Context: an optimization exercise on an open-source flow, tuned for small area, a short achievable clock period and few clock cycles. The choices shown serve that exercise and are no tape-out recipe.
Only simulation tests tie the RTL to the original design; equivalence was not proved.
Power and IR drop assume default switching activity.

==> flow/design.v <==
package kcc_pkg;
	localparam int MAX_VERTICES_DEF = 64;
	localparam int MAX_CLIQUE_DEF   = 16;
	localparam int CFG_DW = 7;
	localparam int CFG_IW = 2;
	localparam logic [CFG_IW-1:0] CFG_VERTEX_COUNT = 2'd0;
	localparam logic [CFG_IW-1:0] CFG_CLIQUE_SIZE  = 2'd1;
	localparam logic [CFG_IW-1:0] CFG_START_OFFSET = 2'd2;
	localparam logic [CFG_IW-1:0] CFG_START_STRIDE = 2'd3;
	localparam logic [1:0] MODE_CLEAR = 2'd0;
	localparam logic [1:0] MODE_EDGE  = 2'd1;
	localparam logic [1:0] MODE_COUNT = 2'd2;
	typedef struct packed {
		logic [1:0] mode;
		logic [5:0] first_vertex;
		logic [5:0] second_vertex;
	} in_word_t;
	typedef struct packed {
		logic [31:0] clique_count;
		logic        saturated;
	} out_word_t;
	typedef enum logic [3:0] {
		S_IDLE,
		S_EDGE_RA,
		S_EDGE_WA,
		S_EDGE_WB,
		S_CINIT,
		S_START,
		S_ROOT,
		S_STEP,
		S_EXPAND,
		S_ADD,
		S_NEXT,
		S_DONE
	} state_t;
	typedef struct packed {
		logic load_in;
		logic clear_rows;
		logic edge_rd_a;
		logic edge_wr_a;
		logic edge_wr_b;
		logic count_init;
		logic start_read;
		logic root_load;
		logic step_push;
		logic expand;
		logic chunk_clr;
		logic add_chunk;
		logic add_one;
		logic level_pop;
		logic next_start;
		logic out_load;
	} cmd_t;
	typedef struct packed {
		logic edge_ok;
		logic k_valid;
		logic k_is_one;
		logic start_ok;
		logic at_max;
		logic leaf;
		logic cur_empty;
		logic depth_zero;
		logic chunk_last;
		logic last_start;
		logic out_free;
	} sts_t;
endpackage
module kcc_ctrl (
	input  logic          clk,
	input  logic          arst_n,
	input  logic          in_valid,
	input  logic [1:0]    in_mode,
	output logic          in_stall,
	input  kcc_pkg::sts_t sts,
	output kcc_pkg::cmd_t cmd
);
	kcc_pkg::state_t state_q, state_d;
	always_ff @(posedge clk or negedge arst_n) begin
		if (!arst_n) begin
			state_q <= kcc_pkg::S_IDLE;
		end else begin
			state_q <= state_d;
		end
	end
	assign in_stall = (state_q != kcc_pkg::S_IDLE);
	always_comb begin
		state_d = state_q;
		cmd     = '0;
		case (state_q)
			kcc_pkg::S_IDLE: begin
				if (in_valid) begin
					cmd.load_in = 1'b1;
					case (in_mode)
						kcc_pkg::MODE_CLEAR: cmd.clear_rows = 1'b1;
						kcc_pkg::MODE_EDGE:  state_d = kcc_pkg::S_EDGE_RA;
						kcc_pkg::MODE_COUNT: state_d = kcc_pkg::S_CINIT;
						default: ;
					endcase
				end
			end
			kcc_pkg::S_EDGE_RA: begin
				if (sts.edge_ok) begin
					cmd.edge_rd_a = 1'b1;
					state_d = kcc_pkg::S_EDGE_WA;
				end else begin
					state_d = kcc_pkg::S_IDLE;
				end
			end
			kcc_pkg::S_EDGE_WA: begin
				cmd.edge_wr_a = 1'b1;
				state_d = kcc_pkg::S_EDGE_WB;
			end
			kcc_pkg::S_EDGE_WB: begin
				cmd.edge_wr_b = 1'b1;
				state_d = kcc_pkg::S_IDLE;
			end
			kcc_pkg::S_CINIT: begin
				cmd.count_init = 1'b1;
				state_d = sts.k_valid ? kcc_pkg::S_START : kcc_pkg::S_DONE;
			end
			kcc_pkg::S_START: begin
				if (!sts.start_ok) begin
					state_d = kcc_pkg::S_DONE;
				end else if (sts.k_is_one) begin
					cmd.add_one = 1'b1;
					state_d = kcc_pkg::S_NEXT;
				end else begin
					cmd.start_read = 1'b1;
					state_d = kcc_pkg::S_ROOT;
				end
			end
			kcc_pkg::S_ROOT: begin
				cmd.root_load = 1'b1;
				state_d = kcc_pkg::S_STEP;
			end
			kcc_pkg::S_STEP: begin
				if (sts.at_max) begin
					state_d = kcc_pkg::S_DONE;
				end else if (sts.leaf) begin
					cmd.chunk_clr = 1'b1;
					state_d = kcc_pkg::S_ADD;
				end else if (sts.cur_empty) begin
					if (sts.depth_zero) begin
						state_d = kcc_pkg::S_NEXT;
					end else begin
						cmd.level_pop = 1'b1;
					end
				end else begin
					cmd.step_push = 1'b1;
					state_d = kcc_pkg::S_EXPAND;
				end
			end
			kcc_pkg::S_EXPAND: begin
				cmd.expand = 1'b1;
				state_d = kcc_pkg::S_STEP;
			end
			kcc_pkg::S_ADD: begin
				cmd.add_chunk = 1'b1;
				if (sts.chunk_last) begin
					if (sts.depth_zero) begin
						state_d = kcc_pkg::S_NEXT;
					end else begin
						cmd.level_pop = 1'b1;
						state_d = kcc_pkg::S_STEP;
					end
				end
			end
			kcc_pkg::S_NEXT: begin
				if (sts.last_start) begin
					state_d = kcc_pkg::S_DONE;
				end else begin
					cmd.next_start = 1'b1;
					state_d = kcc_pkg::S_START;
				end
			end
			kcc_pkg::S_DONE: begin
				if (sts.out_free) begin
					cmd.out_load = 1'b1;
					state_d = kcc_pkg::S_IDLE;
				end
			end
			default: state_d = kcc_pkg::S_IDLE;
		endcase
	end
endmodule
module kcc_datapath #(
	parameter int MAX_VERTICES = kcc_pkg::MAX_VERTICES_DEF,
	parameter int MAX_CLIQUE   = kcc_pkg::MAX_CLIQUE_DEF
) (
	input  logic                       clk,
	input  logic                       arst_n,
	input  kcc_pkg::in_word_t          in_word,
	input  logic                       cfg_we,
	input  logic [kcc_pkg::CFG_IW-1:0] cfg_index,
	input  logic [kcc_pkg::CFG_DW-1:0] cfg_data,
	output logic                       out_valid,
	input  logic                       out_stall,
	output kcc_pkg::out_word_t         out_word,
	input  kcc_pkg::cmd_t              cmd,
	output kcc_pkg::sts_t              sts
);
	localparam int VW   = $clog2(MAX_VERTICES);
	localparam int CW   = $clog2(MAX_VERTICES + 1);
	localparam int SVW  = ((CW > 7) ? CW : 7) + 1;
	localparam int DW   = (MAX_CLIQUE > 2) ? $clog2(MAX_CLIQUE) : 1;
	localparam int KW   = ((DW > 5) ? DW : 5) + 1;
	localparam int NCH  = (MAX_VERTICES + 7) / 8;
	localparam int CHW  = (NCH > 1) ? $clog2(NCH) : 1;
	localparam int PADW = NCH * 8;
	logic [6:0] vc_q;
	logic [4:0] k_q;
	logic [5:0] off_q;
	logic [6:0] stride_q;
	always_ff @(posedge clk or negedge arst_n) begin
		if (!arst_n) begin
			vc_q     <= 7'd64;
			k_q      <= 5'd3;
			off_q    <= 6'd0;
			stride_q <= 7'd1;
		end else if (cfg_we) begin
			case (cfg_index)
				kcc_pkg::CFG_VERTEX_COUNT: vc_q     <= cfg_data[6:0];
				kcc_pkg::CFG_CLIQUE_SIZE:  k_q      <= cfg_data[4:0];
				kcc_pkg::CFG_START_OFFSET: off_q    <= cfg_data[5:0];
				kcc_pkg::CFG_START_STRIDE: stride_q <= cfg_data[6:0];
				default: ;
			endcase
		end
	end
	logic [SVW-1:0] nv;
	always_comb begin
		nv = (SVW'(vc_q) > SVW'(MAX_VERTICES)) ? SVW'(MAX_VERTICES) : SVW'(vc_q);
	end
	logic [5:0] a_q, b_q;
	always_ff @(posedge clk) begin
		if (cmd.load_in) begin
			a_q <= in_word.first_vertex;
			b_q <= in_word.second_vertex;
		end
	end
	logic [VW-1:0] a_idx, b_idx;
	assign a_idx = VW'(a_q);
	assign b_idx = VW'(b_q);
	logic [SVW-1:0]          sv_q;
	logic [MAX_VERTICES-1:0] cur_q;
	logic [DW-1:0]           depth_q;
	logic [CHW-1:0]          chunk_q;
	logic [31:0]             count_q;
	logic [MAX_VERTICES-1:0] stack_q [MAX_CLIQUE];
	logic [VW-1:0] low_idx;
	always_comb begin
		low_idx = '0;
		for (int i = MAX_VERTICES - 1; i >= 0; i--) begin
			if (cur_q[i]) low_idx = VW'(i);
		end
	end
	logic [MAX_VERTICES-1:0] adj_mem [MAX_VERTICES];
	logic [MAX_VERTICES-1:0] row_valid_q;
	logic [MAX_VERTICES-1:0] rd_data_q;
	logic                    rd_valid_q;
	logic [MAX_VERTICES-1:0] row_data;
	logic                    rd_en, wr_en;
	logic [VW-1:0]           rd_addr, wr_addr;
	logic [MAX_VERTICES-1:0] wr_data;
	assign row_data = rd_valid_q ? rd_data_q : '0;
	always_comb begin
		rd_en   = cmd.edge_rd_a | cmd.edge_wr_a | cmd.start_read | cmd.step_push;
		rd_addr = low_idx;
		if (cmd.edge_rd_a) rd_addr = a_idx;
		else if (cmd.edge_wr_a) rd_addr = b_idx;
		else if (cmd.start_read) rd_addr = sv_q[VW-1:0];
		wr_en   = cmd.edge_wr_a | cmd.edge_wr_b;
		wr_addr = cmd.edge_wr_a ? a_idx : b_idx;
		wr_data = row_data | (cmd.edge_wr_a ? (MAX_VERTICES'(1) << b_idx)
			: (MAX_VERTICES'(1) << a_idx));
	end
	always_ff @(posedge clk) begin
		if (wr_en) adj_mem[wr_addr] <= wr_data;
		if (rd_en) rd_data_q <= adj_mem[rd_addr];
	end
	always_ff @(posedge clk or negedge arst_n) begin
		if (!arst_n) begin
			row_valid_q <= '0;
			rd_valid_q  <= 1'b0;
		end else begin
			if (cmd.clear_rows) row_valid_q <= '0;
			else if (wr_en) row_valid_q[wr_addr] <= 1'b1;
			if (rd_en) rd_valid_q <= row_valid_q[rd_addr];
		end
	end
	logic [MAX_VERTICES-1:0] root_mask;
	always_comb begin
		for (int i = 0; i < MAX_VERTICES; i++) begin
			root_mask[i] = (SVW'(i) > sv_q) && (SVW'(i) < nv);
		end
	end
	logic [PADW-1:0] cur_pad;
	logic [7:0]      chunk;
	logic [3:0]      chunk_pop;
	assign cur_pad = PADW'(cur_q);
	assign chunk   = cur_pad[chunk_q*8 +: 8];
	always_comb begin
		chunk_pop = '0;
		for (int i = 0; i < 8; i++) begin
			chunk_pop = chunk_pop + 4'(chunk[i]);
		end
	end
	logic [3:0]  addend;
	logic [32:0] sum;
	assign addend = cmd.add_one ? 4'd1 : chunk_pop;
	assign sum    = {1'b0, count_q} + 33'(addend);
	logic at_max;
	assign at_max = (count_q == 32'hFFFF_FFFF);
	always_ff @(posedge clk) begin
		if (cmd.count_init) begin
			sv_q    <= SVW'(off_q);
			depth_q <= '0;
		end else if (cmd.next_start) begin
			sv_q <= sv_q + SVW'(stride_q);
		end
		if (cmd.root_load) begin
			cur_q   <= row_data & root_mask;
			depth_q <= '0;
		end else if (cmd.step_push) begin
			cur_q            <= cur_q & ~(MAX_VERTICES'(1) << low_idx);
			stack_q[depth_q] <= cur_q & ~(MAX_VERTICES'(1) << low_idx);
		end else if (cmd.expand) begin
			cur_q   <= cur_q & row_data;
			depth_q <= depth_q + 1'b1;
		end else if (cmd.level_pop) begin
			cur_q   <= stack_q[depth_q - 1'b1];
			depth_q <= depth_q - 1'b1;
		end
		if (cmd.chunk_clr) chunk_q <= '0;
		else if (cmd.add_chunk) chunk_q <= chunk_q + 1'b1;
	end
	always_ff @(posedge clk or negedge arst_n) begin
		if (!arst_n) begin
			count_q <= '0;
		end else if (cmd.count_init) begin
			count_q <= '0;
		end else if (cmd.add_chunk || cmd.add_one) begin
			count_q <= sum[32] ? 32'hFFFF_FFFF : sum[31:0];
		end
	end
	logic               out_valid_q;
	kcc_pkg::out_word_t out_q;
	always_ff @(posedge clk or negedge arst_n) begin
		if (!arst_n) begin
			out_valid_q <= 1'b0;
		end else if (cmd.out_load) begin
			out_valid_q <= 1'b1;
		end else if (!out_stall) begin
			out_valid_q <= 1'b0;
		end
	end
	always_ff @(posedge clk) begin
		if (cmd.out_load) begin
			out_q.clique_count <= count_q;
			out_q.saturated    <= at_max;
		end
	end
	assign out_valid = out_valid_q;
	assign out_word  = out_q;
	always_comb begin
		sts.edge_ok    = (SVW'(a_q) < nv) && (SVW'(b_q) < nv);
		sts.k_valid    = (k_q != 5'd0) && (KW'(k_q) <= KW'(MAX_CLIQUE));
		sts.k_is_one   = (k_q == 5'd1);
		sts.start_ok   = (sv_q < nv);
		sts.at_max     = at_max;
		sts.leaf       = (KW'(depth_q) + KW'(2)) == KW'(k_q);
		sts.cur_empty  = (cur_q == '0);
		sts.depth_zero = (depth_q == '0);
		sts.chunk_last = (chunk_q == CHW'(NCH - 1));
		sts.last_start = (stride_q == 7'd0) || at_max;
		sts.out_free   = !out_valid_q || !out_stall;
	end
endmodule
module k_clique_counter #(
	parameter int MAX_VERTICES = kcc_pkg::MAX_VERTICES_DEF,
	parameter int MAX_CLIQUE   = kcc_pkg::MAX_CLIQUE_DEF
) (
	input  logic                       clk,
	input  logic                       arst_n,
	input  logic                       in_valid,
	output logic                       in_stall,
	input  logic [13:0]                in_word,
	output logic                       out_valid,
	input  logic                       out_stall,
	output logic [32:0]                out_word,
	input  logic                       cfg_we,
	input  logic [1:0]                 cfg_index,
	input  logic [6:0]                 cfg_data
);
	kcc_pkg::cmd_t      cmd;
	kcc_pkg::sts_t      sts;
	kcc_pkg::in_word_t  in_word_s;
	kcc_pkg::out_word_t out_word_s;
	assign in_word_s = in_word;
	assign out_word  = out_word_s;
	kcc_ctrl u_ctrl (
		.clk      (clk),
		.arst_n   (arst_n),
		.in_valid (in_valid),
		.in_mode  (in_word_s.mode),
		.in_stall (in_stall),
		.sts      (sts),
		.cmd      (cmd)
	);
	kcc_datapath #(
		.MAX_VERTICES (MAX_VERTICES),
		.MAX_CLIQUE   (MAX_CLIQUE)
	) u_dp (
		.clk       (clk),
		.arst_n    (arst_n),
		.in_word   (in_word_s),
		.cfg_we    (cfg_we),
		.cfg_index (cfg_index),
		.cfg_data  (cfg_data),
		.out_valid (out_valid),
		.out_stall (out_stall),
		.out_word  (out_word_s),
		.cmd       (cmd),
		.sts       (sts)
	);
endmodule
==> flow/run.sh <==
#!/bin/bash
# synth_recipe.tcl (not shown) runs the flow's synth.tcl, then flattens the netlist and writes it again
# the make line also repeats each setting of config.mk as NAME=value (left out here)
make -C /OpenROAD-flow-scripts/flow DESIGN_CONFIG=/design/flow/config.mk WORK_HOME=/design/flow/orfs CLKGATE_MAP_FILE= SYNTH_SCRIPT=/design/flow/synth_recipe.tcl finish
==> flow/config.mk <==
export PLATFORM = sky130hd
export DESIGN_NAME = k_clique_counter
export DESIGN_NICKNAME = k_clique_counter
export VERILOG_FILES = /design/flow/design.v
export SDC_FILE = /design/flow/constraint.sdc
export NUM_CORES = 4
export LEC_CHECK = 0
export CAP_MARGIN = 20
export CORE_MARGIN = 2
export CORE_UTILIZATION = 40
export SLEW_MARGIN = 20
==> flow/constraint.sdc <==
create_clock -name core_clock -period 8.0 [get_ports {clk}]
set_input_delay 1.6000 -clock core_clock [delete_from_list [all_inputs] [get_ports {clk}]]
set_output_delay 1.6000 -clock core_clock [all_outputs]
set_load 0.01 [all_outputs]
==> results_dict.tcl <==
set metrics [dict create \
    grt_use_met3 0.0493 \
    core_um2 560000 \
    clkPwrFrac 0.218 \
    p_sw_frac 0.427 \
    fin_ws_ps 738 \
    cts_tree "yes" \
    final_nets 15300 \
    dr.pass1.iters 9 \
    grt_use_met2 0.370 \
    fin_crit_ps 7260 \
    power.internal_w 0.0677 \
    drt-vias-per-instance 6.21 \
    synth_top_area_frac 0.709 \
    clk_pin_slew_ps 60 \
    criticalPathCategory "flip-flop to flip-flop" \
    gp_congestion 0.930 \
    cp-startpoint "u_dp.chunk_q[0]$_SDFFE_PP0P_" \
    end_kind "flip-flop" \
    syn_to_final_growth_pct 13.8 \
    rr_endpoint "u_dp.count_q[31]$_DFFE_PN0P_" \
    layout-drive-gt1-share 0.128 \
    final-setup-viol-count 0 \
    ff2ff_path_depth 22 \
    endpoint "u_dp.count_q[31]$_DFFE_PN0P_" \
    power.share.sequential 0.330 \
    ys.flop_type "edfxtp_1" \
    post_cts_resized 0 \
    htree_levels 6 \
    synth_seq_cells 5435 \
    postRouteAntennaNets 0 \
    timing.fmax_mhz 138 \
    yosys.area.top_type "edfxtp_1" \
    antenna_found_initial 41 \
    post-place-ws_ps 805 \
    required_ps 9000 \
    postCtsSetupBuffers 0 \
    synth_edf_count 5299 \
    insertion_delay_ps 1120 \
    switchingPower_w 0.0504 \
    numCtsBuffers 569 \
    dp_hpwl_mm 395 \
    status "timing/DRC/antenna clean" \
    wl_per_cell_um 31.4 \
    rrSetupSlack_ps 740 \
    finalClockSkew_ps 118 \
    drv_cap 0 \
    grt_busiest_layer "met2" \
    fin_crit_sh 0.908 \
    row_count 275 \
    startpoint_type "flip-flop" \
    vias 144000 \
    power_leakage_nw 82.9 \
    syn_area_per_cell_um2 14.8 \
    hold_violations 0 \
    drcViolationCount 0 \
    grt_pass1_vias 136000 \
    crit_path_max_fanout 10 \
    cp.arrival_ps 8260 \
    die_area_um2 567000 \
    synthCells 15200 \
    setup-tns-final_ps 0 \
    die_height_um 753 \
    gr-total-overflow 0 \
    port_buffers 62 \
    cts_hold_buf 0 \
    met1_usage 0.354 \
    numClockSinks 5435 \
    p_per_area_nw_per_um2 462 \
    syn_area_um2 224000 \
    start_util 0.401 \
    rsz0062_at_grt "no" \
    ctsRootBufferMaster "clkbuf_16" \
    first_iter_violations 22100 \
    die_width_um 753 \
    layout_common_cells "edfxtp_1, nand2_1, a211oi_1" \
    wl_mm 726 \
    async_reset_ff_frac 0.0234 \
    yosysSeqAreaShare 0.724 \
    netlist_top_cells_area "edfxtp_1, mux4_2, a211oi_1, nand2_1, mux2i_1" \
    yosysWarnings 2 \
    ys_types 84 \
    slew_viol_final 0 \
    worstMarginPinSlew_ps 1290 \
    mostFrequentLayoutCell "edfxtp_1" \
    grt_pass1_wl_mm 1020 \
    io_pins 63 \
    grt_start_max_net_pins 147 \
    hp-class "primary input to asynchronous set/reset pin" \
    maxSlewHeadroom 0.131 \
    p_comb_frac 0.452 \
    ir_drop_v 0.000558 \
    track_usage 0.247 \
    cts_buffer_depth 4 \
    r2r-start "u_dp.chunk_q[0]$_SDFFE_PP0P_" \
]
metrics by stage:
step / power, W / cells / area (um2) / hold WS (ps) / util
2_1_floorplan: 0.0705 / 15200 / 224000 / 440 / -
3_3_place_gp: 0.0915 / 22100 / 237000 / 475 / 0.424
3_5_place_dp: 0.0920 / 22100 / 237000 / 476 / 0.424
4_1_cts: 0.117 / 23100 / 255000 / 457 / 0.456
5_1_grt: 0.122 / 23100 / 255000 / 506 / 0.456
6_report: 0.118 / 23200 / 255000 / 490 / 0.456
how the worst min path moves through the flow:
stage,end,slack (ps),depth (start not counted)
after global routing,u_dp.out_q[31]$_DFFE_PP_,510,0
after global placement,u_dp.row_valid_q[27]$_DFFE_PN0P_,480,2
after CTS,u_dp.off_q[4]$_DFFE_PN0P_,460,1
final,u_dp.off_q[4]$_DFFE_PN0P_,490,1
after floorplan,u_dp.out_q[31]$_DFFE_PP_,440,0
after detailed placement,u_dp.out_q[31]$_DFFE_PP_,480,0
critical path: stages (launching register included):
cell and delay, ps:
dfxtp_1 680, mux4_2 590, mux2_2 290, ha_1 320, fa_1 520, fa_1 570, fa_1 480, inv_1 90
fa_1 430, or2_2 350, inv_1 80, ha_1 130, a21o_1 120, a21oi_1 110, o21bai_1 200, nor4b_1 530
or3b_2 590, or3_1 370, nor2_1 210, a21oi_1 110, nor2_1 100, nor2_1 50, a211oi_1 230
area by class of cell:
class / count / area, um2
inverter: 495 / 1860
clock inverter: 301 / 2680
timing repair buffer: 589 / 6430
multi-input combinational: 8095 / 57300
clock buffer: 710 / 15100
antenna: 49 / 123
tap: 7479 / 9360
fill: 48300 / 304000
sequential: 5435 / 162000
Yosys cell counts (146+ instances only):
| master | count |
|---|---|
| a2111oi_0 | 191 |
| a211oi_1 | 1010 |
| a21oi_1 | 408 |
| a31oi_1 | 350 |
| and3_1 | 146 |
| buf_2 | 153 |
| clkbuf_1 | 867 |
| edfxtp_1 | 5299 |
| inv_1 | 495 |
| mux2i_1 | 551 |
| mux4_2 | 398 |
| nand2_1 | 1906 |
| nand3_1 | 925 |
| nor2_1 | 322 |
| o211ai_1 | 152 |
| o21ai_0 | 361 |
power groups by stage:
| stage | Sequential, W | Combinational (W) | Clock, W |
|---|---|---|---|
| after floorplan | 0.0391 | 0.0314 | 0 |
| after detailed placement | 0.0395 | 0.0525 | 0 |
| after global routing | 0.0390 | 0.0562 | 0.0270 |
| final | 0.0390 | 0.0534 | 0.0257 |
| after global placement | 0.0394 | 0.0520 | 0 |
| after CTS | 0.0389 | 0.0526 | 0.0260 |
cells by family (layout without fill, tap and decap cells):
family          Yosys count  after routing  share of synthesized area
simple gates           3780           3780                     0.0754
compound gates         3240           3240                      0.101
other cells               1             65                  0.0000167
xor+xnor                 25             25                   0.000976
flops                  5435           5435                      0.724
fa+ha+maj                51             51                    0.00304
buf+inv                1665           2095                     0.0295
mux                     983            983                     0.0662
layer usage:
layer | vias to the layer above | part of all wire
met5 | - | 0.00012
met4 | 12 | 0.042
met3 | 1324 | 0.11
met2 | 8644 | 0.44
met1 | 74000 | 0.40
li1 | 59800 | -
flip-flops by register name, indices dropped and copies added (netlist names), 5 cells and up:
name	cells
u_dp.adj_mem	4096
u_dp.stack_q	1024
u_dp.cur_q	64
u_dp.rd_data_q	64
u_dp.row_valid_q	64
u_dp.out_q	33
u_dp.count_q	32
u_dp.sv_q	8
u_dp.stride_q	7
u_dp.vc_q	7
u_dp.a_q	6
u_dp.b_q	6
u_dp.off_q	6
u_dp.k_q	5
Testbench counts, summed over its fixed seeds: cycles 985,253.

-- what the ideal ports hide --
In the flow no input, the clock included, has a driving cell. The finished layout below was timed again as built, in two steps. Step 1: set_driving_cell puts a clkbuf_16 on clk and a buf_2 on each other input, an assumption about the parent block. Step 2 also shifts input and output timing later by t, the mid clock arrival at the registers, as if the neighbouring blocks saw the same clock. Slacks: ideal ports / drivers / drivers and shift; pairs: ideal ports / drivers.
t, ns: 1.190
setup WS [ns]: 0.738 / 0.738 / 0.738
hold slack, ns: 0.490 / 0.407 / 0.490
latest minus earliest clock arrival (ns): 0.122 / 0.122
worst slew at a driven data input, ns: 0.06
After both steps this run still meets setup and hold. The setup slack of this run moves by 0.000 ns with the drivers and by 0.000 ns with both steps.
